From an optimization exercise on the open Yosys and OpenROAD flow, aimed at small area; shortcuts taken in it are not production practice.
RTL that was checked went through simulation tests only; none was proved equivalent to the original.
Power and IR drop assume default switching activity.

==> flow/design.v (excerpt) <==
module lcd_ctrl_top #(
    parameter int unsigned T_POWER      = 750000,   
    parameter int unsigned T_WAKE1      = 205000,
    parameter int unsigned T_WAKE2      = 500,
    parameter int unsigned T_CMD        = 2000,     
    parameter int unsigned T_CLEAR      = 82000,    
    parameter int unsigned T_E_PULSE    = 12,
    parameter int unsigned T_NIBBLE_GAP = 50
) (
    input  logic       clk,
    input  logic       rst,
    input  logic       wb_cyc,
    input  logic       wb_stb,
    input  logic       wb_we,
    input  logic [5:0] wb_adr,
    input  logic [7:0] wb_dat_w,
    output logic [7:0] wb_dat_r,
    output logic       wb_ack,
    output logic       lcd_e,
    output logic       lcd_rs,
    output logic [3:0] lcd_data
);
==> module lcd_ctrl_top, before the edit <==
module lcd_ctrl_top #(
    parameter int unsigned T_POWER      = 750000,   
    parameter int unsigned T_WAKE1      = 205000,
    parameter int unsigned T_WAKE2      = 500,
    parameter int unsigned T_CMD        = 2000,     
    parameter int unsigned T_CLEAR      = 82000,    
    parameter int unsigned T_E_PULSE    = 12,
    parameter int unsigned T_NIBBLE_GAP = 50
) (
    input  logic       clk,
    input  logic       rst,
    input  logic       wb_cyc,
    input  logic       wb_stb,
    input  logic       wb_we,
    input  logic [5:0] wb_adr,
    input  logic [7:0] wb_dat_w,
    output logic [7:0] wb_dat_r,
    output logic       wb_ack,
    output logic       lcd_e,
    output logic       lcd_rs,
    output logic [3:0] lcd_data
);
    typedef logic [19:0] cnt_t;
    localparam logic [2:0] P_LOW  = 3'd0;   
    localparam logic [2:0] P_E1   = 3'd1;   
    localparam logic [2:0] P_GAP  = 3'd2;
    localparam logic [2:0] P_E2   = 3'd3;   
    localparam logic [2:0] P_POST = 3'd4;   
    localparam logic [2:0] P_IDLE = 3'd5;
    localparam logic [2:0] P_RST  = 3'd6;   
    logic [2:0] ph;
    cnt_t       cnt;
    logic [4:0] idx;      
    logic       init;     
    logic       addr;     
    logic [3:0] nib;      
    logic [1:0] stat_q;   
    logic [7:0] text_buf [32];
    logic busy, ready, acc, wr_ok, start, tc, fetch;
    logic is_char, nib_only, clear_cmd, last;
    logic [4:0] rd_idx;
    logic [7:0] rd_byte;
    logic [3:0] cmd_hi, cmd_lo, rd_nib, chr_nib;
    assign busy  = (ph != P_IDLE);
    assign ready = !init;
    assign acc   = wb_cyc && wb_stb && !wb_ack;
    assign wr_ok = acc && wb_we && !busy;
    assign start = wr_ok && (wb_adr == 6'd32) && wb_dat_w[0];
    assign tc    = (cnt == '0);
    assign is_char   = !init && !addr;
    assign nib_only  = init && !idx[2];           
    assign clear_cmd = init && (idx == 5'd31);
    assign last      = is_char && (idx == 5'd31);
    always_comb begin
        cmd_hi = 4'h0;
        cmd_lo = 4'h0;
        if (!init) begin
            cmd_hi = idx[4] ? 4'hC : 4'h8;        
        end else begin
            case (idx[2:0])
                3'd0, 3'd1, 3'd2: cmd_hi = 4'h3;   
                3'd3:             cmd_hi = 4'h2;
                3'd4: begin cmd_hi = 4'h2; cmd_lo = 4'h8; end
                3'd5:             cmd_lo = 4'h6;
                3'd6:             cmd_lo = 4'hC;
                default:          cmd_lo = 4'h1;
            endcase
        end
    end
    assign fetch   = busy && !wb_ack;
    assign rd_idx  = fetch ? idx : wb_adr[4:0];
    assign rd_nib  = (ph == P_GAP) ? rd_byte[3:0] : rd_byte[7:4];
    assign chr_nib = wb_ack ? nib : rd_nib;
    logic [31:0] rd_sel;
    always_comb
        for (int i = 0; i < 32; i++) rd_sel[i] = (rd_idx == 5'(i));
    logic [255:0] buf_flat;
    always_comb
        for (int i = 0; i < 32; i++) buf_flat[8*i +: 8] = text_buf[i];
    lcd_rd_sel rd_sel_i (.sel(rd_sel), .buf_q(buf_flat), .q(rd_byte));
    always_comb begin
        if (!wb_adr[5])              wb_dat_r = rd_byte;
        else if (wb_adr == 6'd33)    wb_dat_r = {6'b0, stat_q};
        else                         wb_dat_r = 8'h00;
    end
    always_ff @(posedge clk) begin
        stat_q <= {ready, busy};
        nib    <= rd_nib;
    end
    logic [7:0] wr_data;
    assign wr_data = init ? 8'h20 : wb_dat_w;
    logic [31:0]  wr_en, wr_en_n;
    logic [255:0] buf_next;
    always_comb
        for (int i = 0; i < 32; i++) begin
            wr_en[i]   = init || (wr_ok && !wb_adr[5] && rd_sel[i]);
            wr_en_n[i] = !wr_en[i];
        end
    lcd_wr_sel wr_sel_i (.en(wr_en), .en_n(wr_en_n), .wd(wr_data), .buf_q(buf_flat),
                         .d(buf_next));
    always_ff @(posedge clk)
        for (int i = 0; i < 32; i++) text_buf[i] <= buf_next[8*i +: 8];
    always_ff @(posedge clk or posedge rst) begin
        if (rst) wb_ack <= 1'b0;
        else     wb_ack <= acc;
    end
    assign lcd_e = (ph == P_E1) || (ph == P_E2);
    logic       ld;        
    cnt_t       ld_val;
    logic [2:0] ph_nx;
    logic       step;      
    logic       rise;      
    always_comb begin
        ld     = 1'b0;
        ld_val = 'x;
        ph_nx  = ph;
        step   = 1'b0;
        rise   = 1'b0;
        case (ph)
            P_RST: begin
                ph_nx  = P_LOW;
                ld     = 1'b1;
                ld_val = cnt_t'(T_POWER);
            end
            P_LOW: if (tc) begin
                ph_nx  = P_E1;
                ld     = 1'b1;
                ld_val = cnt_t'(T_E_PULSE - 1);
                rise   = 1'b1;
            end
            P_E1: if (tc) begin
                ld = 1'b1;
                if (nib_only) begin
                    ph_nx = P_LOW;
                    step  = 1'b1;
                    case (idx[1:0])
                        2'd0:    ld_val = cnt_t'(T_WAKE1 + 2);
                        2'd1:    ld_val = cnt_t'(T_WAKE2 + 2);
                        default: ld_val = cnt_t'(T_CMD + 2);
                    endcase
                end else begin
                    ph_nx  = P_GAP;
                    ld_val = cnt_t'(T_NIBBLE_GAP - 1);
                end
            end
            P_GAP: if (tc) begin
                ph_nx  = P_E2;
                ld     = 1'b1;
                ld_val = cnt_t'(T_E_PULSE - 1);
                rise   = 1'b1;
            end
            P_E2: if (tc) begin
                ph_nx  = P_POST;
                ld     = 1'b1;
                ld_val = clear_cmd ? cnt_t'(T_CLEAR) : cnt_t'(T_CMD);
            end
            P_POST: if (tc) begin
                ph_nx  = last ? P_IDLE : P_LOW;
                ld     = 1'b1;
                ld_val = cnt_t'(1);
                step   = 1'b1;
            end
            P_IDLE: if (start) begin
                ph_nx  = P_LOW;
                ld     = 1'b1;
                ld_val = cnt_t'(2);
            end
            default: ph_nx = P_IDLE;
        endcase
    end
    always_ff @(posedge clk)
        cnt <= ld ? ld_val : cnt - 1'b1;
    always_ff @(posedge clk or posedge rst) begin
        if (rst) begin
            ph       <= P_RST;
            idx      <= 5'd24;
            init     <= 1'b1;
            addr     <= 1'b0;
            lcd_rs   <= 1'b0;
            lcd_data <= 4'h0;
        end else begin
            ph <= ph_nx;
            if (rise) begin
                lcd_rs   <= is_char;
                lcd_data <= is_char ? chr_nib : (ph == P_GAP ? cmd_lo : cmd_hi);
            end
            if (step) begin
                if (addr) begin
                    addr <= 1'b0;
                end else begin
                    idx  <= idx + 1'b1;
                    addr <= (idx[3:0] == 4'hF);
                    if (idx == 5'd31) init <= 1'b0;
                end
            end
        end
    end
endmodule
==> flow/config.mk <==
export PLATFORM = sky130hd
export DESIGN_NAME = lcd_ctrl_top
export DESIGN_NICKNAME = lcd_ctrl_top
export VERILOG_FILES = /design/flow/design.v
export SDC_FILE = /design/flow/constraint.sdc
export NUM_CORES = 4
export LEC_CHECK = 0
export CAP_MARGIN = 0
export CORE_MARGIN = 2
export CORE_UTILIZATION = 75
export SLEW_MARGIN = 0
export SYNTH_HIERARCHICAL = 1
export SYNTH_MINIMUM_KEEP_SIZE = 0
==> flow/constraint.sdc <==
create_clock -name core_clock -period 20.0 [get_ports {clk}]
set_input_delay 4.0000 -clock core_clock [delete_from_list [all_inputs] [get_ports {clk}]]
set_output_delay 4.0000 -clock core_clock [all_outputs]
set_load 0.01 [all_outputs]
standard.sh (not shown) runs the stock make flow with config.mk's settings and CLKGATE_MAP_FILE= SYNTH_SCRIPT=/design/flow/synth_recipe.tcl, a recipe that flattens the netlist after the stock synthesis.
==> flow/flow/run.sh <==
#!/bin/bash
# Layout flow: the standard flow (standard.sh) with two changes made
# through ORFS's own knobs:
#  - clock tree synthesis without dummy loads, with larger sink clusters
#  - port buffers use the smallest buffer cell
set -e
cp standard.sh standard_sh.log
export CTS_ARGS="-sink_clustering_enable -repair_clock_nets -dont_use_dummy_load -sink_clustering_size 16 -sink_clustering_max_diameter 60 -buf_list sky130_fd_sc_hd__clkbuf_8"
export BUFFER_PORTS_ARGS="-buffer_cell sky130_fd_sc_hd__buf_1"
bash standard.sh > standard.log 2>&1
Rerun with:
--- a/flow/design.v
+++ b/flow/design.v
@@ -3,17 +3,9 @@
 `timescale 1ns/10ps
 `timescale 1ns/10ps
 `timescale 1ns/10ps
 `default_nettype none
-module lcd_ctrl_top #(
-    parameter int unsigned T_POWER      = 750000,   
-    parameter int unsigned T_WAKE1      = 205000,
-    parameter int unsigned T_WAKE2      = 500,
-    parameter int unsigned T_CMD        = 2000,     
-    parameter int unsigned T_CLEAR      = 82000,    
-    parameter int unsigned T_E_PULSE    = 12,
-    parameter int unsigned T_NIBBLE_GAP = 50
-) (
+module lcd_ctrl_top (
     input  logic       clk,
     input  logic       rst,
     input  logic       wb_cyc,
     input  logic       wb_stb,
@@ -26,8 +18,19 @@
     output logic       lcd_rs,
     output logic [3:0] lcd_data
 );
     typedef logic [19:0] cnt_t;
+    localparam cnt_t L_1      = 20'h2F378;   
+    localparam cnt_t L_2      = 20'h979BC;   
+    localparam cnt_t L_E      = 20'h3C4BC;   
+    localparam cnt_t L_GAP    = 20'h07DBD;   
+    localparam cnt_t L_WAKE2  = 20'h5F03B;   
+    localparam cnt_t L_CMD    = 20'h370BF;   
+    localparam cnt_t L_WAKE3  = 20'h8DC2F;   
+    localparam cnt_t L_CLEAR  = 20'h0400E;   
+    localparam cnt_t L_WAKE1  = 20'h2F43B;   
+    localparam cnt_t L_POWER  = 20'h6A037;   
+    localparam cnt_t TERM     = 20'h5E6F0;
     localparam logic [2:0] P_LOW  = 3'd0;   
     localparam logic [2:0] P_E1   = 3'd1;   
     localparam logic [2:0] P_GAP  = 3'd2;
     localparam logic [2:0] P_E2   = 3'd3;   
@@ -51,9 +54,9 @@
     assign ready = !init;
     assign acc   = wb_cyc && wb_stb && !wb_ack;
     assign wr_ok = acc && wb_we && !busy;
     assign start = wr_ok && (wb_adr == 6'd32) && wb_dat_w[0];
-    assign tc    = (cnt == '0);
+    assign tc    = (cnt == TERM);
     assign is_char   = !init && !addr;
     assign nib_only  = init && !idx[2];           
     assign clear_cmd = init && (idx == 5'd31);
     assign last      = is_char && (idx == 5'd31);
@@ -125,58 +128,58 @@
         case (ph)
             P_RST: begin
                 ph_nx  = P_LOW;
                 ld     = 1'b1;
-                ld_val = cnt_t'(T_POWER);
+                ld_val = L_POWER;
             end
             P_LOW: if (tc) begin
                 ph_nx  = P_E1;
                 ld     = 1'b1;
-                ld_val = cnt_t'(T_E_PULSE - 1);
+                ld_val = L_E;
                 rise   = 1'b1;
             end
             P_E1: if (tc) begin
                 ld = 1'b1;
                 if (nib_only) begin
                     ph_nx = P_LOW;
                     step  = 1'b1;
                     case (idx[1:0])
-                        2'd0:    ld_val = cnt_t'(T_WAKE1 + 2);
-                        2'd1:    ld_val = cnt_t'(T_WAKE2 + 2);
-                        default: ld_val = cnt_t'(T_CMD + 2);
+                        2'd0:    ld_val = L_WAKE1;
+                        2'd1:    ld_val = L_WAKE2;
+                        default: ld_val = L_WAKE3;
                     endcase
                 end else begin
                     ph_nx  = P_GAP;
-                    ld_val = cnt_t'(T_NIBBLE_GAP - 1);
+                    ld_val = L_GAP;
                 end
             end
             P_GAP: if (tc) begin
                 ph_nx  = P_E2;
                 ld     = 1'b1;
-                ld_val = cnt_t'(T_E_PULSE - 1);
+                ld_val = L_E;
                 rise   = 1'b1;
             end
             P_E2: if (tc) begin
                 ph_nx  = P_POST;
                 ld     = 1'b1;
-                ld_val = clear_cmd ? cnt_t'(T_CLEAR) : cnt_t'(T_CMD);
+                ld_val = clear_cmd ? L_CLEAR : L_CMD;
             end
             P_POST: if (tc) begin
                 ph_nx  = last ? P_IDLE : P_LOW;
                 ld     = 1'b1;
-                ld_val = cnt_t'(1);
+                ld_val = L_1;
                 step   = 1'b1;
             end
             P_IDLE: if (start) begin
                 ph_nx  = P_LOW;
                 ld     = 1'b1;
-                ld_val = cnt_t'(2);
+                ld_val = L_2;
             end
             default: ph_nx = P_IDLE;
         endcase
     end
     always_ff @(posedge clk)
-        cnt <= ld ? ld_val : cnt - 1'b1;
+        cnt <= ld ? ld_val : {cnt[18:0], cnt[19] ^ cnt[16]};
     always_ff @(posedge clk or posedge rst) begin
         if (rst) begin
             ph       <= P_RST;
             idx      <= 5'd24;
After rerunning:
- die area came out lower by 0.87%
- synthesized area is lower by 0.90%
- total power increases by 2.8%
- utilization came out lower by 0.30 points
- clock power stays flat
- worst setup slack is better by 120 ps
Only the layout flow was run in the first run of this note; the RTL was not checked for function there.

static timing again, ports no longer ideal:
The results above use ideal ports. As a check the final layouts listed here were re-extracted and re-timed, cells and wires unchanged. Step 1, drivers: a clkbuf_16 drives clk and a buf_2 each remaining input, both assumed. Step 2, shift: input delay + t, output delay - t, t = (earliest + latest rising clock arrival at the registers) / 2. This alone moves slack from input paths to output paths. a / b / c = no drivers / after step 1 / after step 2; a / b = the first two.
run	shift t [ns]	slack for setup (ns)	slew at the worst register clock pin (ns)	pins driven straight from the clock port
the first run	0.585	9.028 / 8.990 / 8.990	0.11 / 0.11	1
the second run	0.595	9.151 / 9.130 / 9.130	0.11 / 0.11	1
After both steps setup and hold are still met in every run listed. The setup slack of the first run, which loses most, moves by -0.038 ns with the drivers and by -0.038 ns with both steps.
